What follows belongs to an exercise in optimizing a design on an open flow for small area, a short achievable clock period and few clock cycles; a production flow would make more cautious choices.
Where RTL was checked, it was by simulation tests only, not by an equivalence proof against the original.
No functional check of the RTL was part of runs 4 and 7.
No activity file was given, so power comes from the tool's default toggle rates.

==> design/flow/design.v <==
package sched_pkg;
    typedef enum logic [3:0] {
        OP_ADD  = 4'h0,
        OP_SUB  = 4'h1,
        OP_AND  = 4'h2,
        OP_XOR  = 4'h3,
        OP_ADDI = 4'h8,
        OP_LUI  = 4'h9                               
    } opcode_e;
    typedef struct packed {
        opcode_e                           opcode;
        logic [$clog2(8)-1:0]    rd;
        logic [$clog2(8)-1:0]    rs1;
        logic [$clog2(8)-1:0]    rs2;
        logic [2:0]                        spare;   
    } insn_reg_t;
    typedef struct packed {
        opcode_e                           opcode;
        logic [$clog2(8)-1:0]    rd;
        logic [$clog2(8)-1:0]    rs1;
        logic [5:0]                        imm;
    } insn_imm_t;
    typedef union packed {
        insn_reg_t r;
        insn_imm_t i;
    } insn_u;
    typedef struct packed {
        opcode_e                           opcode;
        logic [$clog2(8)-1:0]    rd;
        logic [$clog2(8)-1:0]    rs1;
        logic [$clog2(8)-1:0]    rs2;     
        logic [16-1:0]          imm;     
        logic                              is_imm;
        logic [8-1:0]           seq;
    } entry_t;
    typedef struct packed {
        logic [8-1:0]           seq;
        logic [$clog2(8)-1:0]    rd;
        logic [16-1:0]          value;
    } result_t;
endpackage
`timescale 1ns/1ps
module sched_top (
    input  logic               clk,
    input  logic               rst,
    input  logic               in_req,
    input  logic [15:0]        in_insn,
    input  logic               out_ack,
    output logic               in_ack,
    output logic               out_req,
    output logic [26:0]        out_result
);
    logic [15:0] rf [8];
    logic [7:0]  rs1_q, rs2_q;      
    logic [5:0]  imm_q;             
    logic        lui_q;             
    logic        sub_q, and_q, xor_q;
    logic [2:0]  rd_q;
    logic        rst_q;             
    logic        s1_v;              
    logic        s2_v;              
    logic        full;              
    logic        acc;               
    logic        mv;                
    logic [15:0] p_q, g_q;          
    logic        cin_q;
    logic [2:0]  rd_p;              
    logic [3:0]  op;
    logic [15:0] a, b, imm, p_d, g_d;
    logic        cin_d;
    logic [16:0] c;
    logic [15:0] pg_g [5];
    logic [15:0] pg_p [5];
    logic [15:0] sum;
    assign acc = in_req && !in_ack && !s1_v;
    assign mv  = s1_v && !s2_v && (!full || (out_req && out_ack));
    logic       d_def, d_reg, d_lui;
    logic [7:0] d_rs1, d_rs2;
    always_comb begin
        op    = in_insn[15:12];
        d_def = op == 4'h0 || op == 4'h1 || op == 4'h2 || op == 4'h3 || op == 4'h8 || op == 4'h9;
        d_reg = !op[3] && d_def;
        d_lui = op == 4'h9;
        d_rs1 = (d_def && !d_lui) ? (8'd1 << in_insn[8:6]) : 8'd0;
        d_rs2 = d_reg ? (8'd1 << in_insn[5:3]) : 8'd0;
    end
    always_comb begin
        a = '0;
        b = '0;
        for (int r = 0; r < 8; r++) begin
            a = a | (rf[r] & {16{rs1_q[r]}});
            b = b | (rf[r] & {16{rs2_q[r]}});
        end
        b = b | {imm_q & {6{lui_q}}, 4'd0, imm_q & {6{!lui_q}}};
        if (sub_q) b = ~b;
        p_d   = and_q ? (a & b) : (a ^ b);
        g_d   = (and_q || xor_q) ? 16'd0 : (a & b);
        cin_d = sub_q;
        g_d[0] = sub_q ? (a[0] | b[0]) : g_d[0];
        pg_g[0] = g_q;
        pg_p[0] = p_q;
        for (int l = 1; l <= 4; l++) begin
            pg_g[l] = pg_g[l-1];
            pg_p[l] = pg_p[l-1];
            for (int i = 0; i < 16; i++) begin
                if (((i >> (l - 1)) & 1) == 1) begin
                    pg_g[l][i] = pg_g[l-1][i] | (pg_p[l-1][i] & pg_g[l-1][((i >> (l - 1)) << (l - 1)) - 1]);
                    pg_p[l][i] = pg_p[l-1][i] & pg_p[l-1][((i >> (l - 1)) << (l - 1)) - 1];
                end
            end
        end
        c   = {pg_g[4], cin_q};
        sum = p_q ^ c[15:0];
    end
    always_ff @(posedge clk) begin
        if (rst) begin
            rs1_q <= '0;
            rs2_q <= '0;
            imm_q <= '0;
            lui_q <= 1'b0;
            sub_q <= 1'b0;
            and_q <= 1'b0;
            xor_q <= 1'b0;
        end else if (!s1_v) begin
            rs1_q <= d_rs1;
            rs2_q <= d_rs2;
            imm_q <= (op == 4'h8 || d_lui) ? in_insn[5:0] : 6'd0;
            lui_q <= d_lui;
            sub_q <= op == 4'h1;
            and_q <= op == 4'h2;
            xor_q <= op == 4'h3;
        end
    end
    always_ff @(posedge clk) begin
        if (!s1_v) rd_q <= in_insn[11:9];
    end
    always_ff @(posedge clk) begin
        if (rst) begin
            p_q   <= 16'd0;
            g_q   <= 16'd0;
            cin_q <= 1'b0;
        end else if (mv) begin
            p_q   <= p_d;
            g_q   <= g_d;
            cin_q <= cin_d;
            rd_p  <= rd_q;
        end
        rst_q <= rst;
    end
    always_ff @(posedge clk) begin
        for (int r = 0; r < 8; r++) begin
            if (rst_q || (s2_v && rd_p == 3'(r))) rf[r] <= sum;
        end
    end
    always_ff @(posedge clk) begin
        if (rst) begin
            in_ack            <= 1'b0;
            s1_v              <= 1'b0;
            s2_v              <= 1'b0;
            full              <= 1'b0;
            out_req           <= 1'b0;
        end else begin
            if (acc)                    in_ack <= 1'b1;
            else if (in_ack && !in_req) in_ack <= 1'b0;
            if (acc)     s1_v <= 1'b1;
            else if (mv) s1_v <= 1'b0;
            s2_v <= mv;
            if (s2_v) begin
                full              <= 1'b1;
                out_req           <= !out_ack;
            end else if (out_req && out_ack) begin
                full    <= 1'b0;
                out_req <= 1'b0;
            end else if (full && !out_req && !out_ack) begin
                out_req <= 1'b1;
            end
        end
    end
    always_ff @(posedge clk) begin
        if (rst) out_result[26:19] <= 8'hff;        
        else     out_result[26:19] <= out_result[26:19] + {7'd0, s2_v};
        out_result[18:0] <= {rd_p, sum};
    end
endmodule
==> design/flow/flow/run.sh <==
#!/bin/bash
# The standard ORFS layout (the standard.sh, with config.mk's settings),
# changed in two ways through ORFS's own variables:
#  - ports are buffered with buf_4 rather than the delay cell buffer_ports
#    picks by default (footprint matching then keeps that cell from being
#    resized into a plain buffer);
#  - clock tree synthesis adds no dummy loads.
set -euo pipefail
export BUFFER_PORTS_ARGS="-buffer_cell sky130_fd_sc_hd__buf_4"
export CTS_ARGS="-sink_clustering_enable -repair_clock_nets -dont_use_dummy_load -buf_list sky130_fd_sc_hd__clkbuf_8 -sink_clustering_size 15 -sink_clustering_max_diameter 60"
bash standard.sh > standard.log 2>&1
==> design/flow/standard.sh <==
#!/bin/bash
# synth_recipe.tcl (not shown) runs the flow's synth.tcl, then flattens the netlist and writes it again
# the make line also repeats each setting of config.mk as NAME=value (left out here)
make -C /OpenROAD-flow-scripts/flow DESIGN_CONFIG=/design/flow/config.mk WORK_HOME=/design/flow/orfs CLKGATE_MAP_FILE= SYNTH_SCRIPT=/design/flow/synth_recipe.tcl "${@:-finish}"
==> design/flow/config.mk <==
export PLATFORM = sky130hd
export DESIGN_NAME = sched_top
export DESIGN_NICKNAME = sched_top
export VERILOG_FILES = /design/flow/design.v
export SDC_FILE = /design/flow/constraint.sdc
export NUM_CORES = 4
export LEC_CHECK = 0
export ABC_CLOCK_PERIOD_IN_PS = 2200
export CAP_MARGIN = 20
export CORE_MARGIN = 2
export CORE_UTILIZATION = 65
export CTS_BUF_LIST = sky130_fd_sc_hd__clkbuf_8
export CTS_CLUSTER_DIAMETER = 60
export CTS_CLUSTER_SIZE = 15
export SETUP_SLACK_MARGIN = 4.8
export SLEW_MARGIN = 20
==> design/flow/constraint.sdc <==
create_clock -name core_clock -period 7.0 [get_ports {clk}]
set_input_delay 1.4000 -clock core_clock [delete_from_list [all_inputs] [get_ports {clk}]]
set_output_delay 1.4000 -clock core_clock [all_outputs]
set_load 0.01 [all_outputs]
==> results of run 1 <==
## routing by layer
metal / GRT usage / share of wire
met1: 0.454 / 0.37
met3: 0.0844 / 0.13
met5: 0 / 0
met2: 0.507 / 0.45
met4: 0.139 / 0.047
## path summary, 6_finish.rpt
| check | start | end | slack (ns) | cells past startpoint |
|---|---|---|---|---|
| worst max-delay path | out_result[1] | out_result[1] | 4.64 | 1 |
| worst min-delay path | rd_q[2] | rd_p[2] | 0.43 | 0 |
| worst max register to register | rs2_q[3] | g_q[0] | 4.66 | 10 |
| worst min register to register | rd_q[2] | rd_p[2] | 0.43 | 0 |
## cell usage after synthesis (all sizes together), types with 4 or more instances
cell type,number,area share
edfxtp,134,0.43
a22oi,118,0.095
dfxtp,91,0.20
nor2,58,0.023
clkbuf,35,0.014
ha,23,0.031
nand4,22,0.015
nand2,21,0.0085
a211oi,18,0.015
buf,18,0.0093
xnor2,18,0.017
mux2i,17,0.018
nand3,16,0.0086
a221oi,15,0.015
inv,15,0.0061
a22o,14,0.013
xor2,13,0.012
a21oi,12,0.0073
a222oi,12,0.013
nor3,8,0.0043
a32oi,7,0.0066
nor2b,5,0.0034
a31o,4,0.0038
and3,4,0.0027
or2,4,0.0027
## flip-flops by register name, indices dropped and copies added, names as in the netlist
name        cells
rf            128
out_result     27
p_q            16
g_q            15
rs1_q           8
rs2_q           8
imm_q           6
rd_p            3
rd_q            3
and_q           1
cin_q           1
full            1
in_ack          1
lui_q           1
out_req         1
rst_q           1
s1_v            1
s2_v            1
sub_q           1
xor_q           1
## what timing repair did
| action | in CTS | in global routing |
|---|---|---|
| endpoints found under the setup margin | 95 | 81 |
| gates cloned | 0 | 2 |
| gates resized for setup | 74 | 64 |
| setup buffers | 11 | 20 |
| endpoints found under the hold margin | 0 | 0 |
| pin swaps | 2 | 39 |
## per-stage QoR
stage / std cells / util
2_1_floorplan: 729 / -
3_3_place_gp: 906 / 0.696
6_report: 958 / 0.772
4_1_cts: 936 / 0.739
5_1_grt: 958 / 0.772
3_5_place_dp: 906 / 0.696
## cell type report
type / instances / area (um2)
clock buffers: 19 / 262
fillers: 887 / 3180
inverters: 15 / 56.3
multi-input cells: 438 / 3510
flip-flops and latches: 225 / 5910
well taps: 180 / 225
repair buffers: 81 / 782
## cells by family (layout without fill, tap and decap cells)
logic type / Yosys count / in the layout
XOR/XNOR: 31 / 32
multiplexers: 17 / 17
adder cells (fa/ha/maj): 23 / 23
AND/OR/NAND/NOR: 147 / 148
AO/OA/AOI/OAI: 218 / 218
flip-flops: 225 / 225
buffers and inverters: 68 / 115
## report_power, final
part	leakage [nW]	switching (mW)	internal [mW]
logic	1.61	0.130	0.0894
registers	2.13	0.0697	1.50
clock network	0.137	0.395	0.244
## cell usage in the layout (no fill, tap or decap), types with 7 or more instances in the layout
cell type,instances
clkbuf_8,19
a21oi_1,10
a222oi_1,12
ha_1,15
nand2_1,19
buf_6,31
inv_1,14
nor2_1,57
nor3_1,7
xnor2_1,15
buf_4,45
a211oi_1,12
dfxtp_2,37
a221oi_2,10
nand4_1,22
ha_2,7
mux2i_1,11
xor2_1,11
edfxtp_1,134
a22oi_1,118
a22o_1,14
dfxtp_1,48
nand3_1,16
==> key figures, run 1 <==
Status
  • Status: finished clean

Detailed routing
  • Antenna Nets Post-Route: 0
  • Pre-antenna DRT Iters: 6
  • Drt first-iter violations: a little over 1000
  • DR vias: about 6800
  • Via density: 7.14
  • WL/cell: 27.4 um
  • DRC Markers: 0
  • Routed wire length: around 26000 um

STA
  • Hold Slack: 0.433 ns
  • Setup tns final: 0 ns
  • Setup ws final: between 4 and 5 ns
  • Final hold violation count: 0
  • Worst Max-Slew Pin Slew: about 1.1 ns
  • RSZ-0062 raised after global routing: true
  • Max-slew headroom: 0.297
  • Clock Skews: approximately 0.045 ns
  • Minimum clock period: approximately 2.4 ns
  • Fin. max-slew vios: 0
  • Final worst path period share: 0.338
  • Final setup viols: 0
  • Fmax: ~420 MHz

Floorplanning
  • Initial Util: 0.667
  • # IOs: 49
  • Die X: between 100 and 150 um
  • Die area: approximately 15000 um2
  • Core box area: 13900 um2
  • Num rows: 43
  • Die Ht: 124 um

Placement
  • Hpwl dp: approximately 15000 um
  • Pre-CTS setup slack: roughly 4.1 ns
  • GP Congestion: between 0.8 and 0.9
  • Post-DP Area: roughly 9700 um2
  • Port Buffers: 48

Final layout
  • Inserted Diodes: 0
  • Nets@finish: 823
  • Share of layout cells above drive strength 1: 0.266
  • Area delta synth->final: 15.8%
  • Post-route cell area: about 11000 um2

GRT
  • First-pass GRT wire length: between 30000 and 40000 um
  • Initial antenna violation count: 0
  • Vias in the first global route: approximately 6500
  • Grt total ovfl: 0
  • Gr usage total: 0.332
  • Largest net degree at the start of global routing: 56

Worst setup path
  • Worst setup EP type: output pin
  • CP cell instances: buf_6
  • WP data required: 5.60 ns
  • Worst path arrival time: 0.96 ns
  • Slowest stage cell on the critical path: dfxtp_2
  • WS Path Type: reg2out
  • Crit Path Max Fanout: 1
  • Delay of the slowest critical-path stage: 0.33 ns
  • CP top delay family: flip-flops
  • Critical path startpoint category: flop
  • CP Buf/Inv Count: 1

Logic synthesis
  • Post-Syn Instances: between 700 and 800
  • Adder-Cell Fraction of Synth Area: 0.0310
  • Post-synth EDFFs: around 130
  • Largest family of logic cells by synthesized area: compound AO/OA/AOI/OAI gates
  • XOR/XNOR share of the synthesized area: 0.0292
  • Post-synthesis sequential area ratio: 0.629
  • Fraction of registers with async set/reset: 0
  • Compound-gate portion of the synthesized area: 0.186
  • Syn_area_per_cell: 12.7 um2
  • Ys flop type: edfxtp_1
  • Synth Area in Simple Gates: 0.0765
  • #FFs+latches synth: around 230
  • Syn_nets: between 700 and 800
  • Cell variety after synth: 48
  • Mux cell area share after synthesis: 0.0183
  • Post-Syn Area: 9290 um2
  • Ys Warns: 4

Clock network
  • Clock latency on the worst-skew pair: ~0.53 ns
  • CTS Buf Count: 19
  • Root buf cell: clkbuf_8
  • CTS tree: yes
  • CTS hold repair buffers: 0
  • Clk slew on worst S/H paths: around 0.10 ns
  • CTS H-tree depth: 1
  • CTS sink cnt: 225
  • Max clock buf depth: 3

Pwr
  • Peak VDD IR: approximately 0.00019 V
  • Total power draw: 2.43 mW
  • Leakage: 3.87 nW
  • Power per Cell Area: 226 nW/um2

Job
  • MaxCap Viol Count: 0

Min path
  • Worst Hold Class: reg2reg
Testbench counts, summed over its fixed seeds: cycles 6,408.
==> run 2: changes to the inputs <==
==> design/flow/config.mk (replaced) <==
export PLATFORM = sky130hd
export DESIGN_NAME = sched_top
export DESIGN_NICKNAME = sched_top
export VERILOG_FILES = /design/flow/design.v
export SDC_FILE = /design/flow/constraint.sdc
export NUM_CORES = 4
export LEC_CHECK = 0
export ABC_CLOCK_PERIOD_IN_PS = 2500
export CAP_MARGIN = 20
export CORE_MARGIN = 2
export CORE_UTILIZATION = 65
export CTS_BUF_LIST = sky130_fd_sc_hd__clkbuf_8
export CTS_CLUSTER_DIAMETER = 60
export CTS_CLUSTER_SIZE = 15
export SETUP_SLACK_MARGIN = 4.5
export SLEW_MARGIN = 20
==> run 2 against run 1 <==
  * Critical path type is now reg2reg
  * Critical endpoint is now g_q[0]
  * Via count fell by 2.3%
  * Clock power barely moved
  * Final cell count fell by 3.1%
  * Wire length fell by 5.3%
  * Hold slack got worse by 0.0042 ns
  * Sequential share of layout area rose by 3.5 points
  * Critical path depth rose by 7
  * Sequential cell count did not move
  * Sequential power barely moved
==> key figures, run 2 <==
Logic synthesis
  • Post-Syn Area: 9290 um2 (unchanged)
  • Ys Warns: 4 (unchanged)
  • Ys flop type: edfxtp_1
  • Largest cells by area after synthesis: edfxtp_1 (43%), dfxtp_1 (20%), a22oi_1 (9.5%)
  • Count leader, synth: edfxtp_1
  • Syn_nets: 772 (unchanged)
  • Post-Syn Instances: 729 (unchanged)
  • Top-area cell type share of the netlist area: 0.433 (unchanged)
  • Cell variety after synth: 48 (unchanged)
  • Area leader, netlist: edfxtp_1
  • Post-synth EDFFs: 134 (unchanged)
  • #FFs+latches synth: 225 (unchanged)
  • Syn_area_per_cell: 12.7 um2 (unchanged)
  • Post-synthesis sequential area ratio: 0.629 (unchanged)
  • Fraction of registers with async set/reset: 0 (unchanged)
  • Synth top cells by count: edfxtp_1 (134), a22oi_1 (118), dfxtp_1 (91), nor2_1 (58), clkbuf_1 (35)

Detailed routing
  • WL/cell: 26.8 um (-2.2%)
  • DRC Markers: 0 (unchanged)
  • Routed wire length: 24900 um (-5.3%)
  • Antenna Nets Post-Route: 0 (unchanged)
  • Via density: 7.20 (+0.91%)
  • Drt first-iter violations: 922 (-11%)
  • Pre-antenna DRT Iters: 6 (unchanged)
  • DR vias: 6685 (-2.3%)

Min path
  • Min-Delay Path Depth: 0 (unchanged)
  • Worst Hold Class: reg2reg
  • Min-Delay Endpoint: rd_p[0]
  • Hold Path Origin: rd_q[0]

Worst setup path
  • Worst setup EP type: flop
  • Worst R2R Start: rs2_q[7]
  • Worst path arrival time: 2.87 ns (+1.91 ns)
  • WP data required: 7.43 ns (+1.83 ns)
  • FF-to-FF path depth: 8 (-2)
  • Critical path startpoint category: flop
  • Crit Path Max Fanout: 17 (+16)
  • WS Path Type: reg2reg
  • R2R setup slack: 4.56 ns (-0.10 ns)
  • RR Endpoint: g_q[0]

Floorplanning
  • Die area: 15300 um2 (unchanged)
  • Core box area: 13900 um2 (unchanged)
  • Die X: 124 um (unchanged)
  • Die Ht: 124 um (unchanged)
  • Num rows: 43 (unchanged)
  • # IOs: 49 (unchanged)
  • Initial Util: 0.667 (unchanged)

STA
  • Final setup viols: 0 (unchanged)
  • Setup tns final: 0 ns (unchanged)
  • Final hold violation count: 0 (unchanged)
  • Fin. max-slew vios: 0 (unchanged)
  • Clock Skews: 0.0511 ns (+0.00561 ns)
  • Max-slew headroom: 0.269 (-0.0278)
  • Minimum clock period: 2.44 ns (+0.0743 ns)
  • Worst Max-Slew Pin Slew: 1.10 ns (+0.0416 ns)
  • Fmax: 410 MHz (-3.0%)
  • Final worst path period share: 0.348 (+0.0106)
  • RSZ-0062 raised after global routing: true

GRT
  • Gr busiest metal: met2
  • Met1 usage: 0.478 (+0.0235)
  • Gr usage total: 0.332 (about the same)
  • First-pass GRT wire length: 36800 um (+0.19%)
  • Initial antenna violation count: 0 (unchanged)
  • GR Util met3: 0.0641 (-0.0203)
  • Global routing usage on met2: 0.504 (-0.00343)
  • Grt total ovfl: 0 (unchanged)
  • Vias in the first global route: 6256 (-3.7%)
  • Largest net degree at the start of global routing: 56 (unchanged)

Clock network
  • CTS hold repair buffers: 0 (unchanged)
  • CTS Buf Count: 19 (unchanged)
  • CTS H-tree depth: 1 (unchanged)
  • Clock latency on the worst-skew pair: 0.52 ns (about the same)
  • Clk slew on worst S/H paths: 0.09 ns (about the same)
  • CTS tree: yes
  • CTS sink cnt: 225 (unchanged)
  • Max clock buf depth: 3 (unchanged)
  • Root buf cell: clkbuf_8

Pwr
  • Switching pwr: 0.577 mW (-2.9%)
  • Share of total power in sequential cells: 0.656 (+0.009)
  • Leakage: 3.62 nW (-6.6%)
  • Switching portion of total power: 0.241 (-0.00307)
  • Clock network power share: 0.267 (+0.004)
  • Combinational Power Share: 0.076 (-0.014)
  • Peak VDD IR: 0.000190 V (-0.38%)
  • Pint: 1.81 mW (-1.3%)
  • Power per Cell Area: 239 nW/um2 (+5.5%)

Final layout
  • Nets@finish: 793 (-3.6%)
  • Area delta synth->final: 7.87%
  • Inserted Diodes: 0 (unchanged)
  • Most frequent cells in the layout: edfxtp_1 (134), a22oi_1 (118), dfxtp_1 (81)
  • Reg area: 5860 um2 (-0.95%)
  • Fillers: 987 (+11%)
  • Registers with the most flip-flops: rf (128), out_result (27), p_q (16)
  • Share of layout cells above drive strength 1: 0.139 (-0.127)
  • Multi-input logic area: 3210 um2 (-8.8%)
  • Largest register FFs: 128 (unchanged)
  • Most common cell after layout, fill and taps aside: edfxtp_1
  • Post-route cell area: 10000 um2 (-6.8%)
  • Largest register by flop count: rf

Placement
  • Post-DP Area: 9680 um2 (-0.27%)
  • GP Congestion: 0.864 (+0.72%)
  • Hpwl dp: 15300 um (+1.7%)
  • Port Buffers: 48 (unchanged)

Job
  • MaxCap Viol Count: 0 (unchanged)

Status
  • Status: finished clean
## run 2: cell counts after synthesis
Identical to the previous run, type by type.
## run 2: timing repair
action                     in CTS  in global routing
pin swaps                       0                  2
gates cloned                    0                  0
setup buffers                   0                  2
setup endpoints to repair      24                 47
resized for setup               5                 10
## run 2: layout make-up
class                      count  share of cell area
multi-input combinational    436               0.320
inverter                      15             0.00562
tap                          180              0.0225
sequential                   225               0.585
timing repair buffer          53              0.0410
clock buffer                  19              0.0261
## run 2: routing by layer
metal / vias to the layer above / share of wire
met5: - / 0
met4: 0 / 0.036
met3: 83 / 0.13
met2: 480 / 0.45
met1: 3230 / 0.39
li1: 2892 / -
## run 2: power groups by stage
stage | combinational (mW) | sequential, mW | clock [mW]
2_1_floorplan | 0.106 | 1.57 | 0
3_3_place_gp | 0.171 | 1.59 | 0
3_5_place_dp | 0.176 | 1.59 | 0
4_1_cts | 0.178 | 1.56 | 0.643
5_1_grt | 0.197 | 1.58 | 0.692
6_report | 0.183 | 1.57 | 0.638
## run 2: worst max-delay path by stage
stage	startpoint	endpoint	slack [ns]	cells after the start
after floorplan	out_ack	g_q[10]	4.51	7
after global placement	out_ack	g_q[8]	3.89	6
after detailed placement	out_ack	g_q[1]	3.71	6
after CTS	rs2_q[3]	g_q[0]	4.51	8
after global routing	rs2_q[7]	g_q[0]	4.48	8
final	rs2_q[7]	g_q[0]	4.56	8
## run 2: critical path, stage by stage (launching register included)
cell       delay (ns)
dfxtp_1          0.92
a22oi_1          0.15
o2111ai_1        0.14
a221oi_2         0.06
xnor2_1          0.41
ha_1             0.24
nor4b_1          0.23
nor3_1           0.07
nor3_1           0.13
## run 2: kinds of logic after synthesis
group,synth area share
mux,0.0183
xor+xnor,0.0292
flops,0.629
simple gates,0.0765
buf+inv,0.0295
compound gates,0.186
fa+ha+maj,0.0310
## run 2: through the flow
stage / instances / power, mW / setup slack, ns / utilization / hold slack, ns
global route: 928 / 2.46 / 4.48 / 0.719 / 0.441
finish: 928 / 2.39 / 4.56 / 0.719 / 0.429
floorplan: 729 / 1.68 / 4.51 / - / 0.400
detailed placement: 907 / 1.77 / 3.71 / 0.695 / 0.408
CTS: 926 / 2.39 / 4.51 / 0.715 / 0.431
global placement: 907 / 1.76 / 3.89 / 0.695 / 0.404
==> run 3: changes to the inputs <==
==> design/flow/config.mk (replaced) <==
export PLATFORM = sky130hd
export DESIGN_NAME = sched_top
export DESIGN_NICKNAME = sched_top
export VERILOG_FILES = /design/flow/design.v
export SDC_FILE = /design/flow/constraint.sdc
export NUM_CORES = 4
export LEC_CHECK = 0
export ABC_CLOCK_PERIOD_IN_PS = 2300
export CAP_MARGIN = 20
export CORE_MARGIN = 2
export CORE_UTILIZATION = 75
export CTS_BUF_LIST = sky130_fd_sc_hd__clkbuf_8
export CTS_CLUSTER_DIAMETER = 60
export CTS_CLUSTER_SIZE = 15
export SETUP_SLACK_MARGIN = 4.7
export SLEW_MARGIN = 60
==> run 3 against run 2 <==
  * Sequential power about the same
  * Die area decreased by 13%
  * First-iteration DRC count up 20%
  * Worst setup slack better by 0.060 ns
  * Count of clock-buffer cells in the layout shrank 1
  * Hold slack got worse by 0.0031 ns
  * Maximum frequency is 2.5% higher
  * Core utilization increased by 14 points
  * Clock power fell by 3.8%
  * Sequential cell count unchanged
==> key figures, run 3 <==
STA
  • Fmax: 421 MHz (+2.5%)
  • Fin. max-slew vios: 0 (unchanged)
  • Worst Max-Slew Pin Slew: 0.644 ns (-0.452 ns)
  • Hold Slack: 0.426 ns (-0.00311 ns)
  • RSZ-0062 raised after global routing: true
  • Minimum clock period: 2.38 ns (-0.0602 ns)
  • Final worst path period share: 0.340 (-0.00859)
  • Final hold violation count: 0 (unchanged)
  • Setup ws final: 4.62 ns (+0.0602 ns)
  • Max-slew headroom: 0.571 (+0.301)
  • Final setup viols: 0 (unchanged)
  • Setup tns final: 0 ns (unchanged)
  • Clock Skews: 0.0249 ns (-0.0262 ns)

Worst setup path
  • CP Launch Point: out_result[26]
  • Worst path arrival time: 0.98 ns (-1.89 ns)
  • CP cell instances: buf_6
  • CP Buf/Inv Count: 1 (+1)
  • FF-to-FF path depth: 8 (unchanged)
  • Worst setup EP type: output pin
  • Crit Path Max Fanout: 2 (-15)
  • Crit path to: out_result[26]
  • CP top delay family: flip-flops
  • WS Path Type: reg2out
  • Levels on crit path: 1 (-7)
  • RR Endpoint: p_q[5]
  • Worst R2R Start: lui_q
  • Critical path startpoint category: flop
  • Delay of the slowest critical-path stage: 0.36 ns (-0.56 ns)
  • Slowest stage cell on the critical path: dfxtp_2
  • WP data required: 5.60 ns (-1.83 ns)
  • R2R setup slack: 4.73 ns (+0.17 ns)

Clock network
  • Clk slew on worst S/H paths: 0.09 ns (about the same)
  • Max clock buf depth: 3 (unchanged)
  • CTS H-tree depth: 1 (unchanged)
  • CTS tree: yes
  • CTS sink cnt: 225 (unchanged)
  • Root buf cell: clkbuf_8
  • CTS Buf Count: 18 (-1)
  • Clock latency on the worst-skew pair: 0.51 ns (about the same)

Pwr
  • Total power draw: 2.39 mW (+0.15%)
  • Leakage: 3.77 nW (+4.3%)
  • Peak VDD IR: 0.000232 V (+22%)
  • Power per Cell Area: 230 nW/um2 (-3.5%)

Detailed routing
  • Drt first-iter violations: 1105 (+20%)
  • Pre-antenna DRT Iters: 7 (+1)
  • Antenna Nets Post-Route: 0 (unchanged)
  • WL/cell: 27.3 um (+1.9%)
  • Via density: 7.51 (+4.2%)
  • Routed wire length: 25300 um (+1.5%)
  • DRC Markers: 0 (unchanged)
  • DR vias: 6938 (+3.8%)

Status
  • Status: finished clean

GRT
  • Vias in the first global route: 6718 (+7.4%)
  • Grt total ovfl: 0 (unchanged)
  • Initial antenna violation count: 0 (unchanged)
  • First-pass GRT wire length: 37400 um (+1.8%)
  • Largest net degree at the start of global routing: 56 (unchanged)
  • Gr usage total: 0.381 (+0.0498)

Placement
  • Pre-CTS setup slack: 4.26 ns (+0.555 ns)
  • Post-DP Area: 9830 um2 (+1.6%)
  • GP Congestion: 0.940 (+8.8%)
  • Port Buffers: 48 (unchanged)
  • Hpwl dp: 14900 um (-2.4%)
  • Placed Cells incl. Taps: 895 (-1.3%)

Logic synthesis
  • Largest cells by area after synthesis: edfxtp_1 (43%), dfxtp_1 (20%), a22oi_1 (9.5%)
  • Syn_nets: 772 (unchanged)
  • Top-area cell type share of the netlist area: 0.433 (unchanged)
  • Post-Syn Area: 9290 um2 (unchanged)
  • Post-synthesis sequential area ratio: 0.629 (unchanged)
  • Count leader, synth: edfxtp_1
  • #FFs+latches synth: 225 (unchanged)
  • Ys Warns: 4 (unchanged)
  • Cell variety after synth: 48 (unchanged)
  • Post-Syn Instances: 729 (unchanged)
  • Post-synth EDFFs: 134 (unchanged)
  • Synth top cells by count: edfxtp_1 (134), a22oi_1 (118), dfxtp_1 (91), nor2_1 (58), clkbuf_1 (35)
  • Syn_area_per_cell: 12.7 um2 (unchanged)
  • Ys flop type: edfxtp_1
  • Area leader, netlist: edfxtp_1
  • Fraction of registers with async set/reset: 0 (unchanged)

Final layout
  • Non-Filler Instances: 924 (-0.43%)
  • Share of layout cells above drive strength 1: 0.221 (+0.0819)
  • Fillers: 546 (-45%)
  • Area delta synth->final: 11.9%
  • Post-route cell area: 10400 um2 (+3.7%)
  • Largest register by flop count: rf
  • Inserted Diodes: 0 (unchanged)
  • Most frequent cells in the layout: edfxtp_1 (134), a22oi_1 (118), nor2_1 (57)
  • Final core occ: 0.862 (+0.143)
  • Largest register FFs: 128 (unchanged)
  • Most common cell after layout, fill and taps aside: edfxtp_1
  • Nets@finish: 801 (+1.0%)
  • Registers with the most flip-flops: rf (128), out_result (27), p_q (16)

Floorplanning
  • Initial Util: 0.770 (+0.104)
  • Die X: 115 um (-6.7%)
  • Die Ht: 115 um (-6.7%)
  • Num rows: 40 (-7.0%)
  • # IOs: 49 (unchanged)
  • Die area: 13300 um2 (-13%)
  • Core box area: 12100 um2 (-13%)

Min path
  • Worst Hold Class: reg2reg
  • Min-Delay Path Depth: 0 (unchanged)

Job
  • MaxCap Viol Count: 0 (unchanged)
==> run 3: area by class of cell <==
cell class	count	area, um2	area share
Clock buffer	18	248	0.0238
Inverter	15	56.3	0.00542
Multi-Input combinational cell	436	3370	0.324
Sequential cell	225	5920	0.570
Tap cell	168	210	0.0202
Timing Repair Buffer	62	588	0.0566
==> run 3: how the worst min path moves through the flow <==
stage / startpoint / end / slack [ns]
2_1_floorplan: rd_q[0] / rd_p[0] / 0.40
3_3_place_gp: rd_q[1] / rd_p[1] / 0.41
3_5_place_dp: rd_q[0] / rd_p[0] / 0.40
4_1_cts: rd_q[0] / rd_p[0] / 0.43
5_1_grt: rd_q[0] / rd_p[0] / 0.45
6_report: rd_q[0] / rd_p[0] / 0.43
==> run 3: layer usage <==
layer,track usage,share of wire,vias up
met2,0.593,0.45,577
li1,-,-,2915
met5,0,0,-
met1,0.514,0.36,3298
met3,0.103,0.14,148
met4,0.166,0.050,0
==> run 3: cell families (layout without fill, tap and decap cells) <==
| kind of cell | Yosys count | in the layout | share of synthesized area |
|---|---|---|---|
| mux | 17 | 17 | 0.0183 |
| flops | 225 | 225 | 0.629 |
| buf+inv | 68 | 95 | 0.0295 |
| simple gates | 147 | 147 | 0.0765 |
| fa+ha+maj | 23 | 23 | 0.0310 |
| compound gates | 218 | 218 | 0.186 |
| xor+xnor | 31 | 31 | 0.0292 |
==> run 3: timing repair <==
item / 4_1_cts / 5_1_grt
setup buffers: 9 / 2
hold buffers: 0 / 0
endpoints found under the setup margin: 51 / 51
pin swaps: 1 / 1
resized for setup: 56 / 14
==> run 3: power breakdown <==
group          leakage (nW)  internal (mW)  total, mW  switching, mW
Combinational          1.51         0.0827      0.205          0.123
Clock                 0.129          0.232      0.614          0.382
Sequential             2.13           1.50       1.57         0.0710
==> run 4: changes to the inputs <==
--- a/design/flow/design.v
+++ b/design/flow/design.v
@@ -92,11 +92,10 @@
             b = b | (rf[r] & {16{rs2_q[r]}});
         end
         b = b | {imm_q & {6{lui_q}}, 4'd0, imm_q & {6{!lui_q}}};
-        if (sub_q) b = ~b;
-        p_d   = and_q ? (a & b) : (a ^ b);
-        g_d   = (and_q || xor_q) ? 16'd0 : (a & b);
+        p_d   = and_q ? (a & b) : (a ^ b ^ {16{sub_q}});
+        g_d   = sub_q ? (a & ~b) : (and_q || xor_q) ? 16'd0 : (a & b);
+        g_d[0] = sub_q ? (a[0] | ~b[0]) : (and_q || xor_q) ? 1'b0 : (a[0] & b[0]);
         cin_d = sub_q;
-        g_d[0] = sub_q ? (a[0] | b[0]) : g_d[0];
         pg_g[0] = g_q;
         pg_p[0] = p_q;
         for (int l = 1; l <= 4; l++) begin
==> design/flow/config.mk (replaced) <==
export PLATFORM = sky130hd
export DESIGN_NAME = sched_top
export DESIGN_NICKNAME = sched_top
export VERILOG_FILES = /design/flow/design.v
export SDC_FILE = /design/flow/constraint.sdc
export NUM_CORES = 4
export LEC_CHECK = 0
export ABC_CLOCK_PERIOD_IN_PS = 2400
export CAP_MARGIN = 20
export CORE_MARGIN = 2
export CORE_UTILIZATION = 65
export CTS_BUF_LIST = sky130_fd_sc_hd__clkbuf_8
export CTS_CLUSTER_DIAMETER = 60
export CTS_CLUSTER_SIZE = 15
export SETUP_SLACK_MARGIN = 4.6
export SLEW_MARGIN = 20
==> run 4 against run 3 <==
  * Highest routed layer unchanged
  * Sequential power is 5% lower
  * Count of clock-buffer cells in the layout is 1 higher
  * First-iteration DRC count is 8.6% higher
  * Critical endpoint is now out_result[11]
  * Cell area is 2.2% higher
  * Total power is 3.8% lower
  * Largest cell class unchanged
  * Hold slack better by 0.0093 ns
==> key figures, run 4 <==
GRT
  • Largest net degree at the start of global routing: 68 (+21%)
  • Vias in the first global route: 6625 (-1.4%)
  • Grt total ovfl: 0 (unchanged)
  • Initial antenna violation count: 1 (+1)
  • Gr usage total: 0.320 (-0.0619)
  • First-pass GRT wire length: 38700 um (+3.4%)

Status
  • Status: finished clean

STA
  • Final hold violation count: 0 (unchanged)
  • RSZ-0062 raised after global routing: true
  • Worst Max-Slew Pin Slew: 1.10 ns (+0.458 ns)
  • Setup ws final: 4.62 ns (-0.00794 ns)
  • Setup tns final: 0 ns (unchanged)
  • Minimum clock period: 2.38 ns (+0.00794 ns)
  • Clock Skews: 0.0558 ns (+0.0309 ns)
  • Max-slew headroom: 0.265 (-0.305)
  • Final setup viols: 0 (unchanged)
  • Final worst path period share: 0.341 (+0.00113)
  • Hold Slack: 0.435 ns (+0.00926 ns)
  • Fin. max-slew vios: 0 (unchanged)
  • Fmax: 419 MHz (-0.33%)

Worst setup path
  • Slowest stage cell on the critical path: dfxtp_2
  • Worst path arrival time: 0.98 ns (about the same)
  • CP top delay family: flip-flops
  • Delay of the slowest critical-path stage: 0.34 ns (-0.02 ns)
  • WP data required: 5.60 ns (about the same)
  • Crit Path Max Fanout: 1 (-1)
  • CP Buf/Inv Count: 1 (unchanged)
  • WS Path Type: reg2out
  • Critical path startpoint category: flop
  • CP cell instances: buf_6
  • Worst setup EP type: output pin

Clock network
  • Max clock buf depth: 3 (unchanged)
  • CTS H-tree depth: 1 (unchanged)
  • CTS sink cnt: 225 (unchanged)
  • CTS tree: yes
  • Clock latency on the worst-skew pair: 0.54 ns (+0.03 ns)
  • CTS Buf Count: 19 (+1)
  • Root buf cell: clkbuf_8
  • Clk slew on worst S/H paths: 0.09 ns (about the same)

Final layout
  • Share of layout cells above drive strength 1: 0.196 (-0.0248)
  • Post-route cell area: 10600 um2 (+2.2%)
  • Registers with the most flip-flops: rf (128), out_result (27), p_q (16)
  • Final core occ: 0.733 (-0.128)
  • Largest register by flop count: rf
  • Most common cell after layout, fill and taps aside: edfxtp_1
  • Non-Filler Instances: 1015 (+9.8%)
  • Inserted Diodes: 0 (unchanged)
  • Area delta synth->final: 10.5%
  • Largest register FFs: 128 (unchanged)
  • Most frequent cells in the layout: edfxtp_1 (134), a22oi_1 (113), nor2_1 (103)
  • Nets@finish: 890 (+11%)

Job
  • MaxCap Viol Count: 0 (unchanged)

Floorplanning
  • Core box area: 14500 um2 (+20%)
  • Die area: 15800 um2 (+19%)
  • Die X: 126 um (+8.9%)
  • Initial Util: 0.663 (-0.107)
  • # IOs: 49 (unchanged)
  • Num rows: 44 (+10%)
  • Die Ht: 126 um (+8.9%)

Logic synthesis
  • Syn_nets: 855 (+11%)
  • Count leader, synth: edfxtp_1
  • Ys flop type: edfxtp_1
  • Post-synthesis sequential area ratio: 0.608 (-0.0209)
  • Syn_area_per_cell: 12.0 um2 (-5.5%)
  • Post-Syn Area: 9610 um2 (+3.4%)
  • Top-area cell type share of the netlist area: 0.419 (-0.0144)
  • Fraction of registers with async set/reset: 0 (unchanged)
  • Largest cells by area after synthesis: edfxtp_1 (42%), dfxtp_1 (19%), a22oi_1 (9.0%)
  • Area leader, netlist: edfxtp_1
  • Post-synth EDFFs: 134 (unchanged)
  • Cell variety after synth: 53 (+10%)
  • Synth top cells by count: edfxtp_1 (134), a22oi_1 (115), nor2_1 (104), dfxtp_1 (91), clkbuf_1 (49)
  • Post-Syn Instances: 798 (+9.5%)
  • Ys Warns: 4 (unchanged)
  • #FFs+latches synth: 225 (unchanged)

Detailed routing
  • DRC Markers: 0 (unchanged)
  • WL/cell: 25.5 um (-6.7%)
  • Antenna Nets Post-Route: 0 (unchanged)
  • Drt first-iter violations: 1200 (+8.6%)
  • Via density: 7.02 (-6.5%)
  • Pre-antenna DRT Iters: 8 (+1)
  • DR vias: 7124 (+2.7%)
  • Routed wire length: 25900 um (+2.4%)

Pwr
  • Total power draw: 2.30 mW (-3.8%)
  • Power per Cell Area: 217 nW/um2 (-5.8%)
  • Peak VDD IR: 0.000213 V (-8.1%)
  • Leakage: 3.89 nW (+3.1%)

Min path
  • Worst Hold Class: reg2reg

Placement
  • Port Buffers: 48 (unchanged)
  • Hpwl dp: 15700 um (+5.3%)
  • Placed Cells incl. Taps: 973 (+8.7%)
  • Pre-CTS setup slack: 3.56 ns (-0.705 ns)
  • GP Congestion: 0.781 (-17%)
  • Post-DP Area: 9990 um2 (+1.6%)
[run 4: cell type report]
class                   count  area [um2]
flip-flops and latches    225        5910
multi-input cells         491        3540
fillers                   984        3860
well taps                 184         230
repair buffers             72         578
clock buffers              19         262
inverters                  24        93.8
[run 4: metal layers]
metal / vias to the layer above / GRT usage / wire [um]
li1: 3121 / - / -
met1: 3394 / 0.463 / 10200
met2: 523 / 0.488 / 11600
met3: 86 / 0.0745 / 3290
met4: 0 / 0.0941 / 821
met5: - / 0 / 0
[run 4: kinds of logic after synthesis]
group / Yosys count / share of synthesized area
DFF: 225 / 0.608
xor gates and xnor gates: 33 / 0.0301
buffers and inverters: 83 / 0.0337
AOI/OAI and AO/OA: 233 / 0.187
and+or+nand+nor: 187 / 0.0929
adders and majority gates: 37 / 0.0482
[run 4: path summary, 6_finish.rpt]
path                        from              to  slack, ns  depth (start not counted)
hold / removal           rd_q[2]         rd_p[2]       0.43                          0
setup reg to reg       rf[6][13]         p_q[13]       4.64                         10
hold reg to reg          rd_q[2]         rd_p[2]       0.43                          0
setup / recovery  out_result[11]  out_result[11]       4.62                          1
[run 4: worst reg2reg max path, delay by kind of cell (launching register included)]
family / cells / cell delay, ns
and+or+nand+nor: 4 / 0.30
AOI/OAI and AO/OA: 4 / 1.03
xor gates and xnor gates: 1 / 0.14
DFF: 1 / 0.40
adders and majority gates: 1 / 0.34
[run 4: what timing repair did]
action	in CTS	in global routing
setup buffers	11	11
resized for setup	33	33
endpoints found under the setup margin	43	65
gates cloned	0	1
pin swaps	1	16
endpoints found under the hold margin	0	0
hold buffers	0	0
[run 4: where the power goes]
group          total [mW]  switching (mW)  internal [mW]
clock               0.644           0.400          0.244
combinational       0.165           0.104         0.0612
sequential           1.49          0.0408           1.45
total                2.30           0.544           1.76
==> run 5: changes to the inputs <==
--- a/design/flow/design.v
+++ b/design/flow/design.v
@@ -92,10 +92,11 @@
             b = b | (rf[r] & {16{rs2_q[r]}});
         end
         b = b | {imm_q & {6{lui_q}}, 4'd0, imm_q & {6{!lui_q}}};
-        p_d   = and_q ? (a & b) : (a ^ b ^ {16{sub_q}});
-        g_d   = sub_q ? (a & ~b) : (and_q || xor_q) ? 16'd0 : (a & b);
-        g_d[0] = sub_q ? (a[0] | ~b[0]) : (and_q || xor_q) ? 1'b0 : (a[0] & b[0]);
+        if (sub_q) b = ~b;
+        p_d   = and_q ? (a & b) : (a ^ b);
+        g_d   = (and_q || xor_q) ? 16'd0 : (a & b);
         cin_d = sub_q;
+        g_d[0] = sub_q ? (a[0] | b[0]) : g_d[0];
         pg_g[0] = g_q;
         pg_p[0] = p_q;
         for (int l = 1; l <= 4; l++) begin
==> design/flow/flow/run.sh (replaced) <==
#!/bin/bash
# The standard ORFS layout (the standard.sh, with config.mk's settings),
# changed in three ways through ORFS's own variables:
#  - ports are buffered with buf_4 rather than the delay cell buffer_ports
#    picks by default (footprint matching then keeps that cell from being
#    resized into a plain buffer);
#  - clock tree synthesis adds no dummy loads;
#  - gate sizing may swap a cell for one of another footprint
#    (MATCH_CELL_FOOTPRINT=0 on make's command line, which outranks the
#    platform's setting).
set -euo pipefail
export BUFFER_PORTS_ARGS="-buffer_cell sky130_fd_sc_hd__buf_4"
export CTS_ARGS="-sink_clustering_enable -repair_clock_nets -dont_use_dummy_load -buf_list sky130_fd_sc_hd__clkbuf_8 -sink_clustering_size 15 -sink_clustering_max_diameter 60"
bash standard.sh MATCH_CELL_FOOTPRINT=0 finish > standard.log 2>&1
==> run 5 against run 4 <==
  * Register-to-register slack got worse by 0.02 ns
  * Core utilization decreased by 0.50 points
  * Wire length decreased by 3.2%
  * Sequential share of layout area increased by 2.2 points
  * Count of clock-buffer cells in the layout decreased by 1
  * Still clean on timing, DRC and antenna
  * Via count decreased by 6.4%
  * Critical path type is now reg2reg
  * Sequential power increased by 5%
  * Clock power decreased by 4.8%
==> key figures, run 5 <==
Floorplanning
  • Die area: 15300 um2 (-3.2%)
  • Die Ht: 124 um (-1.6%)
  • Core box area: 13900 um2 (-3.8%)
  • # IOs: 49 (unchanged)
  • Initial Util: 0.667 (+0.00302)
  • Num rows: 43 (-2.3%)
  • Die X: 124 um (-1.6%)

Logic synthesis
  • Top-area cell type share of the netlist area: 0.433 (+0.0144)
  • Syn_nets: 772 (-9.7%)
  • Ys Warns: 4 (unchanged)
  • Area leader, netlist: edfxtp_1
  • Post-synth EDFFs: 134 (unchanged)
  • Largest cells by area after synthesis: edfxtp_1 (43%), dfxtp_1 (20%), a22oi_1 (9.5%)
  • #FFs+latches synth: 225 (unchanged)
  • Count leader, synth: edfxtp_1
  • Synth top cells by count: edfxtp_1 (134), a22oi_1 (118), dfxtp_1 (91), nor2_1 (58), clkbuf_1 (35)
  • Fraction of registers with async set/reset: 0 (unchanged)
  • Post-Syn Area: 9290 um2 (-3.3%)
  • Ys flop type: edfxtp_1
  • Cell variety after synth: 48 (-9.4%)
  • Syn_area_per_cell: 12.7 um2 (+5.8%)
  • Post-synthesis sequential area ratio: 0.629 (+0.0209)
  • Post-Syn Instances: 729 (-8.6%)

Final layout
  • Largest register FFs: 128 (unchanged)
  • Registers with the most flip-flops: rf (128), out_result (27), p_q (16)
  • Largest register by flop count: rf
  • Final core occ: 0.728 (-0.00503)
  • Most frequent cells in the layout: edfxtp_1 (134), a22oi_1 (118), dfxtp_1 (72)
  • Reg area: 5870 um2 (-0.61%)
  • Share of layout cells above drive strength 1: 0.161 (-0.0352)
  • Nets@finish: 797 (-10%)
  • Inserted Diodes: 0 (unchanged)
  • Most common cell after layout, fill and taps aside: edfxtp_1
  • Post-route cell area: 10100 um2 (-4.4%)
  • Multi-input logic area: 3250 um2 (-8.4%)
  • Fillers: 943 (-4.2%)
  • Area delta synth->final: 9.27%

STA
  • Final hold violation count: 0 (unchanged)
  • Minimum clock period: 2.38 ns (-0.00384 ns)
  • Final setup viols: 0 (unchanged)
  • Max-slew headroom: 0.245 (-0.0203)
  • Setup ws final: 4.62 ns (+0.00384 ns)
  • Fmax: 420 MHz (+0.16%)
  • Worst Max-Slew Pin Slew: 1.13 ns (+0.0304 ns)
  • Final worst path period share: 0.340 (-0.000549)
  • Setup tns final: 0 ns (unchanged)
  • Fin. max-slew vios: 0 (unchanged)
  • Clock Skews: 0.0161 ns (-0.0397 ns)
  • RSZ-0062 raised after global routing: true

Clock network
  • CTS Buf Count: 18 (-1)
  • Clock latency on the worst-skew pair: 0.52 ns (-0.02 ns)
  • CTS tree: yes
  • CTS sink cnt: 225 (unchanged)
  • Clk slew on worst S/H paths: 0.10 ns (about the same)
  • CTS H-tree depth: 1 (unchanged)
  • CTS hold repair buffers: 0 (unchanged)
  • Root buf cell: clkbuf_8
  • Max clock buf depth: 3 (unchanged)

Detailed routing
  • DR vias: 6669 (-6.4%)
  • Routed wire length: 25100 um (-3.2%)
  • WL/cell: 26.9 um (+5.5%)
  • Drt first-iter violations: 912 (-24%)
  • Pre-antenna DRT Iters: 7 (-1)
  • DRC Markers: 0 (unchanged)
  • Via density: 7.16 (+1.9%)
  • Antenna Nets Post-Route: 0 (unchanged)

Worst setup path
  • WP data required: 7.37 ns (+1.77 ns)
  • Worst R2R Start: rs2_q[4]
  • Critical path startpoint category: flop
  • RR Endpoint: p_q[9]
  • R2R setup slack: 4.62 ns (-0.02 ns)
  • WS Path Type: reg2reg
  • Delay of the slowest critical-path stage: 1.02 ns (+0.68 ns)
  • Crit Path Max Fanout: 17 (+16)
  • FF-to-FF path depth: 6 (-4)
  • Slowest stage cell on the critical path: dfxtp_1
  • Worst setup EP type: flop
  • CP cell instances: a22oi_1 > nand4_1 > xor2_1 > ha_1 > mux2i_1 > a211oi_1
  • Worst path arrival time: 2.75 ns (+1.77 ns)

Status
  • Status: finished clean

GRT
  • Largest net degree at the start of global routing: 56 (-18%)
  • First-pass GRT wire length: 36300 um (-6.1%)
  • Initial antenna violation count: 0 (-1)
  • Gr usage total: 0.328 (+0.00860)
  • Grt total ovfl: 0 (unchanged)
  • Vias in the first global route: 6395 (-3.5%)

Placement
  • Post-DP Area: 9690 um2 (-3.0%)
  • Pre-CTS setup slack: 4.12 ns (+0.565 ns)
  • GP Congestion: 0.821 (+5.2%)
  • Hpwl dp: 15200 um (-3.4%)
  • Port Buffers: 48 (unchanged)

Min path
  • Min-Delay Endpoint: rd_p[1]
  • Worst Hold Class: reg2reg
  • Min-Delay Path Depth: 0 (unchanged)
  • Hold Path Origin: rd_q[1]

Pwr
  • Peak VDD IR: 0.000196 V (-7.9%)
  • Total power draw: 2.37 mW (+3.0%)
  • Leakage: 3.67 nW (-5.6%)
  • Power per Cell Area: 234 nW/um2 (+7.8%)

Job
  • MaxCap Viol Count: 0 (unchanged)
-- run 5: changes by cell type after synthesis, moves of 7 or more --
cell / delta
a211oi_1: +17
a21oi_1: -32
a221o_1: -8
a221oi_1: +9
a222oi_1: -14
a22o_1: +10
clkbuf_1: -14
ha_1: -14
inv_1: -10
mux2i_1: +17
nand2_1: +7
nor2_1: -46
-- run 5: area by class of cell --
class	count	area share
clock buffers	18	0.0244
inverters	15	0.00555
multi-input cells	436	0.320
flip-flops and latches	225	0.579
well taps	180	0.0222
repair buffers	58	0.0491
-- run 5: critical path: cells and delay by family (launching register included) --
| family | cells | cell delay (ns) |
|---|---|---|
| flip-flops | 1 | 1.02 |
| AO/OA/AOI/OAI | 2 | 0.33 |
| adder cells (fa/ha/maj) | 1 | 0.29 |
| XOR/XNOR | 1 | 0.31 |
| AND/OR/NAND/NOR | 1 | 0.16 |
| multiplexers | 1 | 0.12 |
-- run 5: repair_timing --
item	CTS	global route
resized for setup	19	21
pin swaps	0	2
setup buffers	4	3
endpoints found under the setup margin	41	57
-- run 5: per-stage QoR --
step,hold WS (ns),std cells
detailed placement,0.405,907
CTS,0.426,929
finish,0.426,932
global placement,0.404,907
global route,0.433,932
floorplan,0.400,729
-- run 5: cell families (layout without fill, tap and decap cells) --
kind of cell | after synthesis | count (layout) | share of synthesized area
flip-flops | 225 | 225 | 0.629
AO/OA/AOI/OAI | 218 | 218 | 0.186
AND/OR/NAND/NOR | 147 | 147 | 0.0765
buffers and inverters | 68 | 91 | 0.0295
XOR/XNOR | 31 | 31 | 0.0292
adder cells (fa/ha/maj) | 23 | 23 | 0.0310
multiplexers | 17 | 17 | 0.0183
-- run 5: power breakdown --
part / switching [mW] / internal [mW]
Combinational: 0.118 / 0.0723
Sequential: 0.0656 / 1.50
Clock: 0.381 / 0.232
-- run 5: worst max-delay path by stage --
stage / from / end / slack (ns)
floorplan: out_ack / g_q[10] / 4.59
global placement: out_ack / g_q[8] / 4.19
detailed placement: out_ack / g_q[1] / 4.12
CTS: p_q[1] / rf[0][15] / 4.57
global route: rs2_q[0] / p_q[1] / 4.55
finish: rs2_q[4] / p_q[9] / 4.62
-- run 5: routing by layer --
metal | up-vias | global-route usage | share of wire
met5 | - | 0 | 0
met4 | 0 | 0.134 | 0.044
met3 | 107 | 0.0923 | 0.14
met2 | 523 | 0.510 | 0.45
met1 | 3140 | 0.438 | 0.36
li1 | 2899 | - | -
Testbench counts of run 5, summed over its fixed seeds: cycles 6,408.
==> run 6: changes to the inputs <==
==> design/flow/flow/run.sh (replaced) <==
#!/bin/bash
# The standard ORFS layout (the standard.sh, with config.mk's settings),
# changed in two ways through ORFS's own variables:
#  - ports are buffered with buf_4 rather than the delay cell buffer_ports
#    picks by default (footprint matching then keeps that cell from being
#    resized into a plain buffer);
#  - clock tree synthesis adds no dummy loads.
set -euo pipefail
export BUFFER_PORTS_ARGS="-buffer_cell sky130_fd_sc_hd__buf_4"
export CTS_ARGS="-sink_clustering_enable -repair_clock_nets -dont_use_dummy_load -buf_list sky130_fd_sc_hd__clkbuf_16 -sink_clustering_size 25 -sink_clustering_max_diameter 80"
bash standard.sh > standard.log 2>&1
--- a/design/flow/config.mk
+++ b/design/flow/config.mk
@@ -9,8 +9,8 @@
 export CAP_MARGIN = 20
 export CORE_MARGIN = 2
 export CORE_UTILIZATION = 65
-export CTS_BUF_LIST = sky130_fd_sc_hd__clkbuf_8
-export CTS_CLUSTER_DIAMETER = 60
-export CTS_CLUSTER_SIZE = 15
+export CTS_BUF_LIST = sky130_fd_sc_hd__clkbuf_16
+export CTS_CLUSTER_DIAMETER = 80
+export CTS_CLUSTER_SIZE = 25
 export SETUP_SLACK_MARGIN = 4.6
 export SLEW_MARGIN = 20
==> run 6 against run 5 <==
  * Still clean on timing, DRC and antenna
  * Hold slack lost 0.0091 ns
  * Die area is the same
  * Synthesized cell count is the same
  * Critical path depth is the same
  * Worst setup slack lost 0.0060 ns
  * Non-clock buffer count shrank 6
  * Combinational power shrank 4%
  * Cell area shrank 0.35%
  * Sequential share of layout area grew 0.14 points
  * Synthesized area is the same
  * Sequential cell count is the same
  * Global-route usage shrank 0.18 points
  * Critical endpoint is now g_q[0]
  * Largest cell class unchanged
==> key figures, run 6 <==
Clock network
  • CTS H-tree depth: 1 (unchanged)
  • Root buf cell: clkbuf_16
  • CTS tree: yes
  • Clock latency on the worst-skew pair: 0.47 ns (-0.05 ns)
  • CTS Buf Count: 12 (-6)
  • Clk slew on worst S/H paths: 0.10 ns (about the same)
  • CTS sink cnt: 225 (unchanged)
  • Max clock buf depth: 3 (unchanged)
  • CTS hold repair buffers: 0 (unchanged)

STA
  • Final setup viols: 0 (unchanged)
  • Final worst path period share: 0.341 (+0.000863)
  • Setup ws final: 4.61 ns (-0.00604 ns)
  • Minimum clock period: 2.39 ns (+0.00604 ns)
  • RSZ-0062 raised after global routing: true
  • Final hold violation count: 0 (unchanged)
  • Max-slew headroom: 0.257 (+0.0122)
  • Worst Max-Slew Pin Slew: 1.11 ns (-0.0183 ns)
  • Fin. max-slew vios: 0 (unchanged)
  • Fmax: 419 MHz (-0.25%)
  • Setup tns final: 0 ns (unchanged)
  • Clock Skews: 0.0170 ns (+0.000877 ns)

Worst setup path
  • Worst path arrival time: 2.78 ns (+0.03 ns)
  • Worst R2R Start: rs2_q[4]
  • CP Launch Point: rs2_q[4]
  • WS Path Type: reg2reg
  • WP data required: 7.39 ns (+0.02 ns)
  • Critical path startpoint category: flop
  • Crit Path Max Fanout: 17 (unchanged)
  • Worst setup EP type: flop

Logic synthesis
  • Largest cells by area after synthesis: edfxtp_1 (43%), dfxtp_1 (20%), a22oi_1 (9.5%)
  • Count leader, synth: edfxtp_1
  • Post-Syn Area: 9290 um2 (unchanged)
  • Syn_area_per_cell: 12.7 um2 (unchanged)
  • Cell variety after synth: 48 (unchanged)
  • Ys flop type: edfxtp_1
  • Post-Syn Instances: 729 (unchanged)
  • Fraction of registers with async set/reset: 0 (unchanged)
  • Synth top cells by count: edfxtp_1 (134), a22oi_1 (118), dfxtp_1 (91), nor2_1 (58), clkbuf_1 (35)
  • Post-synthesis sequential area ratio: 0.629 (unchanged)
  • #FFs+latches synth: 225 (unchanged)
  • Top-area cell type share of the netlist area: 0.433 (unchanged)
  • Area leader, netlist: edfxtp_1
  • Post-synth EDFFs: 134 (unchanged)
  • Ys Warns: 4 (unchanged)
  • Syn_nets: 772 (unchanged)

Detailed routing
  • WL/cell: 27.1 um (+0.89%)
  • Antenna Nets Post-Route: 0 (unchanged)
  • Routed wire length: 25000 um (-0.41%)
  • Via density: 7.22 (+0.89%)
  • DRC Markers: 0 (unchanged)
  • DR vias: 6642 (-0.40%)
  • Drt first-iter violations: 997 (+9.3%)
  • Pre-antenna DRT Iters: 6 (-1)

Min path
  • Worst Hold Class: reg2reg
  • Hold Path Origin: rd_q[0]

Final layout
  • Inserted Diodes: 0 (unchanged)
  • Fillers: 929 (-1.5%)
  • Most common cell after layout, fill and taps aside: edfxtp_1
  • Nets@finish: 785 (-1.5%)
  • Share of layout cells above drive strength 1: 0.143 (-0.0177)
  • Reg area: 5870 um2 (-0.11%)
  • Most frequent cells in the layout: edfxtp_1 (134), a22oi_1 (118), dfxtp_1 (75)
  • Multi-input logic area: 3260 um2 (+0.31%)
  • Largest register by flop count: rf
  • Largest register FFs: 128 (unchanged)
  • Registers with the most flip-flops: rf (128), out_result (27), p_q (16)
  • Area delta synth->final: 8.89%

Pwr
  • Peak VDD IR: 0.000218 V (+11%)
  • Leakage: 3.64 nW (-0.78%)
  • Power per Cell Area: 242 nW/um2 (+3.6%)

GRT
  • Largest net degree at the start of global routing: 56 (unchanged)
  • Gr usage total: 0.326 (-0.00180)
  • Initial antenna violation count: 0 (unchanged)
  • Vias in the first global route: 6229 (-2.6%)
  • First-pass GRT wire length: 36000 um (-0.87%)
  • Grt total ovfl: 0 (unchanged)

Floorplanning
  • Initial Util: 0.667 (unchanged)
  • # IOs: 49 (unchanged)
  • Die Ht: 124 um (unchanged)
  • Die X: 124 um (unchanged)
  • Num rows: 43 (unchanged)
  • Die area: 15300 um2 (unchanged)
  • Core box area: 13900 um2 (unchanged)

Job
  • MaxCap Viol Count: 0 (unchanged)

Status
  • Status: finished clean

Placement
  • Pre-CTS setup slack: 4.12 ns (unchanged)
  • Port Buffers: 48 (unchanged)
  • GP Congestion: 0.821 (unchanged)
  • Hpwl dp: 15200 um (unchanged)
[run 6: cell types whose count changed in the layout (fill, tap and decap cells not counted), sizes merged]
cell | previous run | this run
buf | 58 | 52
clkbuf | 18 | 12
[run 6: metrics by stage]
stage	area [um2]	instances	hold WS, ns	total power [mW]	util
finish	10100	920	0.416	2.45	0.726
global route	10100	920	0.426	2.52	0.726
CTS	10000	919	0.423	2.44	0.720
detailed placement	9690	907	0.405	1.77	0.695
global placement	9690	907	0.404	1.76	0.695
floorplan	9310	729	0.400	1.68	-
[run 6: final timing paths]
| path | end | slack [ns] | depth (start not counted) |
|---|---|---|---|
| hold reg to reg | rd_p[0] | 0.42 | 0 |
| setup / recovery | g_q[0] | 4.61 | 6 |
| hold / removal | rd_p[0] | 0.42 | 0 |
| setup reg to reg | g_q[0] | 4.61 | 6 |
[run 6: logic make-up after synthesis]
kind of cell    count (synthesis)  synth area share
simple gates                  147            0.0765
xor+xnor                       31            0.0292
fa+ha+maj                      23            0.0310
mux                            17            0.0183
buf+inv                        68            0.0295
compound gates                218             0.186
flops                         225             0.629
[run 6: routing by layer]
layer,up-vias,GRT usage,share of wire
li1,2880,-,-
met1,3149,0.444,0.38
met2,509,0.507,0.45
met3,104,0.0858,0.13
met4,0,0.124,0.039
met5,-,0,0
[run 6: area by class of cell]
cell class | count | share of cell area
inverter | 15 | 0.00557
tap | 180 | 0.0223
sequential | 225 | 0.580
multi-input combinational | 436 | 0.322
timing repair buffer | 52 | 0.0402
clock buffer | 12 | 0.0297
[run 6: critical path, cell delays in order, from the launching register on]
cell and delay, ns:
dfxtp_1 1.03, a221oi_2 0.14, xnor2_1 0.41, ha_1 0.24
nor4b_1 0.26, nor3_1 0.09, nor3_1 0.12
[run 6: power by group]
part / internal (mW) / switching, mW / leakage (nW)
registers: 1.50 / 0.0667 / 2.12
clock network: 0.309 / 0.386 / 0.148
logic: 0.0673 / 0.117 / 1.37
[run 6: repair_timing]
| item | in CTS | in global routing |
|---|---|---|
| endpoints found under the setup margin | 34 | 54 |
| buffers inserted | 0 | 1 |
| resized for setup | 12 | 15 |
| pin swaps | 0 | 1 |
==> run 7: changes to the inputs <==
--- a/design/flow/design.v
+++ b/design/flow/design.v
@@ -63,11 +63,9 @@
     logic        acc;               
     logic        mv;                
     logic [15:0] p_q, g_q;          
-    logic        cin_q;
     logic [2:0]  rd_p;              
     logic [3:0]  op;
-    logic [15:0] a, b, imm, p_d, g_d;
-    logic        cin_d;
+    logic [15:0] a, b, bi, imm, p_d, g_d;
     logic [16:0] c;
     logic [15:0] pg_g [5];
     logic [15:0] pg_p [5];
@@ -92,11 +90,11 @@
             b = b | (rf[r] & {16{rs2_q[r]}});
         end
         b = b | {imm_q & {6{lui_q}}, 4'd0, imm_q & {6{!lui_q}}};
-        if (sub_q) b = ~b;
-        p_d   = and_q ? (a & b) : (a ^ b);
-        g_d   = (and_q || xor_q) ? 16'd0 : (a & b);
-        cin_d = sub_q;
-        g_d[0] = sub_q ? (a[0] | b[0]) : g_d[0];
+        bi    = sub_q ? ~b : b;
+        p_d   = and_q ? (a & b) : (a ^ bi);
+        g_d   = (and_q || xor_q) ? 16'd0 : (a & bi);
+        p_d[0] = and_q ? (a[0] & b[0]) : (a[0] ^ b[0]);
+        g_d[0] = sub_q ? (a[0] | bi[0]) : g_d[0];
         pg_g[0] = g_q;
         pg_p[0] = p_q;
         for (int l = 1; l <= 4; l++) begin
@@ -109,7 +107,7 @@
                 end
             end
         end
-        c   = {pg_g[4], cin_q};
+        c   = {pg_g[4], 1'b0};
         sum = p_q ^ c[15:0];
     end
     always_ff @(posedge clk) begin
@@ -138,11 +136,9 @@
         if (rst) begin
             p_q   <= 16'd0;
             g_q   <= 16'd0;
-            cin_q <= 1'b0;
         end else if (mv) begin
             p_q   <= p_d;
             g_q   <= g_d;
-            cin_q <= cin_d;
             rd_p  <= rd_q;
         end
         rst_q <= rst;
--- a/design/flow/flow/run.sh
+++ b/design/flow/flow/run.sh
@@ -7,5 +7,5 @@
 #  - clock tree synthesis adds no dummy loads.
 set -euo pipefail
 export BUFFER_PORTS_ARGS="-buffer_cell sky130_fd_sc_hd__buf_4"
-export CTS_ARGS="-sink_clustering_enable -repair_clock_nets -dont_use_dummy_load -buf_list sky130_fd_sc_hd__clkbuf_16 -sink_clustering_size 25 -sink_clustering_max_diameter 80"
+export CTS_ARGS="-sink_clustering_enable -repair_clock_nets -dont_use_dummy_load -buf_list sky130_fd_sc_hd__clkbuf_8 -sink_clustering_size 15 -sink_clustering_max_diameter 60"
 bash standard.sh > standard.log 2>&1
==> design/flow/config.mk (replaced) <==
export PLATFORM = sky130hd
export DESIGN_NAME = sched_top
export DESIGN_NICKNAME = sched_top
export VERILOG_FILES = /design/flow/design.v
export SDC_FILE = /design/flow/constraint.sdc
export NUM_CORES = 4
export LEC_CHECK = 0
export ABC_CLOCK_PERIOD_IN_PS = 2400
export CAP_MARGIN = 20
export CORE_MARGIN = 2
export CORE_UTILIZATION = 75
export CTS_BUF_LIST = sky130_fd_sc_hd__clkbuf_8
export CTS_CLUSTER_DIAMETER = 60
export CTS_CLUSTER_SIZE = 15
export SETUP_SLACK_MARGIN = 4.6
export SLEW_MARGIN = 60
==> run 7 against run 6 <==
  * Via count increased by 7.4%
  * Sequential cell count decreased by 1
  * Largest cell class unchanged
  * Still clean
  * Cell area increased by 1.4%
  * Die area decreased by 13%
  * Non-clock buffer count increased by 9
  * Core utilization increased by 12 points
  * Register-to-register slack about the same
  * Clock skew increased by 0.00081 ns
  * Hold slack improved by 0.021 ns
  * Combinational power increased by 11%
  * Clock power decreased by about 10%
  * Wire length increased by 5.6%
==> key figures, run 7 <==
Status
  • Status: finished clean

Floorplanning
  • Core box area: 12100 um2 (-13%)
  • Num rows: 40 (-7.0%)
  • Initial Util: 0.774 (+0.107)
  • Die area: 13400 um2 (-13%)
  • Die X: 116 um (-6.5%)
  • Die Ht: 116 um (-6.5%)

Pwr
  • Leakage: 3.69 nW (+1.2%)
  • Peak VDD IR: 0.000231 V (+5.8%)
  • Total power draw: 2.40 mW (-2.2%)

Clock network
  • CTS tree: yes
  • CTS H-tree depth: 1 (unchanged)
  • CTS Buf Count: 18 (+6)
  • Max clock buf depth: 3 (unchanged)

GRT
  • Grt total ovfl: 0 (unchanged)
  • Vias in the first global route: 6924 (+11%)
  • First-pass GRT wire length: 38800 um (+7.6%)

Worst setup path
  • CP top delay family: flip-flops
  • CP cell instances: buf_6
  • Slowest stage cell on the critical path: dfxtp_2
  • Worst setup EP type: output pin
  • Crit Path Max Fanout: 4 (-13)

Detailed routing
  • Routed wire length: 26400 um (+5.6%)
  • DR vias: 7131 (+7.4%)
  • WL/cell: 28.0 um (+3.1%)
  • Drt first-iter violations: 1356 (+36%)
  • Via density: 7.57 (+4.9%)
  • DRC Markers: 0 (unchanged)

STA
  • Minimum clock period: 2.39 ns (+0.00789 ns)
  • Worst Max-Slew Pin Slew: 0.599 ns (-0.515 ns)
  • Clock Skews: 0.0178 ns (+0.000807 ns)
  • Fin. max-slew vios: 0 (unchanged)
  • Max-slew headroom: 0.601 (+0.343)
  • Final hold violation count: 0 (unchanged)
  • Fmax: 418 MHz (-0.33%)

Job
  • MaxCap Viol Count: 0 (unchanged)

Logic synthesis
  • Mux cell area share after synthesis: 0.00228 (-0.0160)
  • Post-synth EDFFs: 134 (unchanged)
  • Count leader, synth: edfxtp_1
  • Syn_area_per_cell: 12.5 um2 (-2.2%)
  • Synth Area in Simple Gates: 0.0976 (+0.0211)
  • Top-area cell type share of the netlist area: 0.431 (-0.00209)
  • Ys flop type: edfxtp_1
  • Area leader, netlist: edfxtp_1
  • Compound-gate portion of the synthesized area: 0.190 (+0.00420)

Final layout
  • Area delta synth->final: 9.92%
  • Largest register by flop count: rf
  • Most frequent cells in the layout: edfxtp_1 (134), a22oi_1 (117), dfxtp_1 (64)

Placement
  • Port Buffers: 48 (unchanged)
## run 7: cell types whose count changed in the layout (fill, tap and decap cells not counted), sizes merged, moves of 6 or more
cell	before	now
a211oi	18	4
mux2i	17	1
a311oi	0	14
nor2b	5	15
clkbuf	12	18
buf	52	60
a221o	0	9
nor3	8	17
xor2	13	4
a221oi	15	4
## run 7: per-layer routing
layer / track usage / part of all wire / vias to the layer above
li1: - / - / 2986
met1: 0.543 / 0.35 / 3356
met2: 0.578 / 0.45 / 662
met3: 0.116 / 0.15 / 127
met4: 0.195 / 0.050 / 0
met5: 0 / 0 / -
## run 7: metrics by stage
stage | cells | setup slack [ns]
final | 942 | 4.61
after global routing | 942 | 4.57
after CTS | 933 | 4.60
after detailed placement | 914 | 4.03
after global placement | 913 | 3.80
after floorplan | 749 | 4.59
## run 7: timing repair
| item | CTS | global route |
|---|---|---|
| gates resized for setup | 10 | 10 |
| pin swaps | 2 | 7 |
| hold buffers | 0 | 0 |
| endpoints found under the setup margin | 17 | 58 |
| buffers inserted | 1 | 8 |
## run 7: final timing paths
| kind | from | cells after the start | endpoint | slack (ns) |
|---|---|---|---|---|
| worst max-delay path | out_result[23] | 1 | out_result[23] | 4.61 |
| worst min-delay path | rd_q[0] | 0 | rd_p[0] | 0.44 |
| worst max register to register | rs2_q[1] | 8 | p_q[14] | 4.62 |
| worst min register to register | rd_q[0] | 0 | rd_p[0] | 0.44 |
## run 7: cell type report
class | instances | area [um2] | share of cell area
clock buffer | 18 | 248 | 0.0241
sequential | 224 | 5870 | 0.572
multi-input combinational | 456 | 3410 | 0.332
timing repair buffer | 61 | 470 | 0.0459
tap | 168 | 210 | 0.0205
inverter | 15 | 56.3 | 0.00549
## run 7: cell families after synthesis
family	Yosys count
AO/OA/AOI/OAI	226
flip-flops	224
AND/OR/NAND/NOR	180
buffers and inverters	69
XOR/XNOR	27
adder cells (fa/ha/maj)	21
multiplexers	2
## run 7: power breakdown
part / leakage [nW] / total, mW / internal [mW] / switching [mW]
sequential: 2.12 / 1.57 / 1.50 / 0.0686
clock: 0.129 / 0.624 / 0.232 / 0.392
combinational: 1.44 / 0.205 / 0.0778 / 0.128

Re-timed with assumed drivers on the ports (clkbuf_16 on the clock, buf_2 on other inputs), run 7 has 4.566 ns of setup slack against 4.605 ns with ideal ports, and 4.126 ns once port delays also move by the mid clock arrival of 0.544 ns.
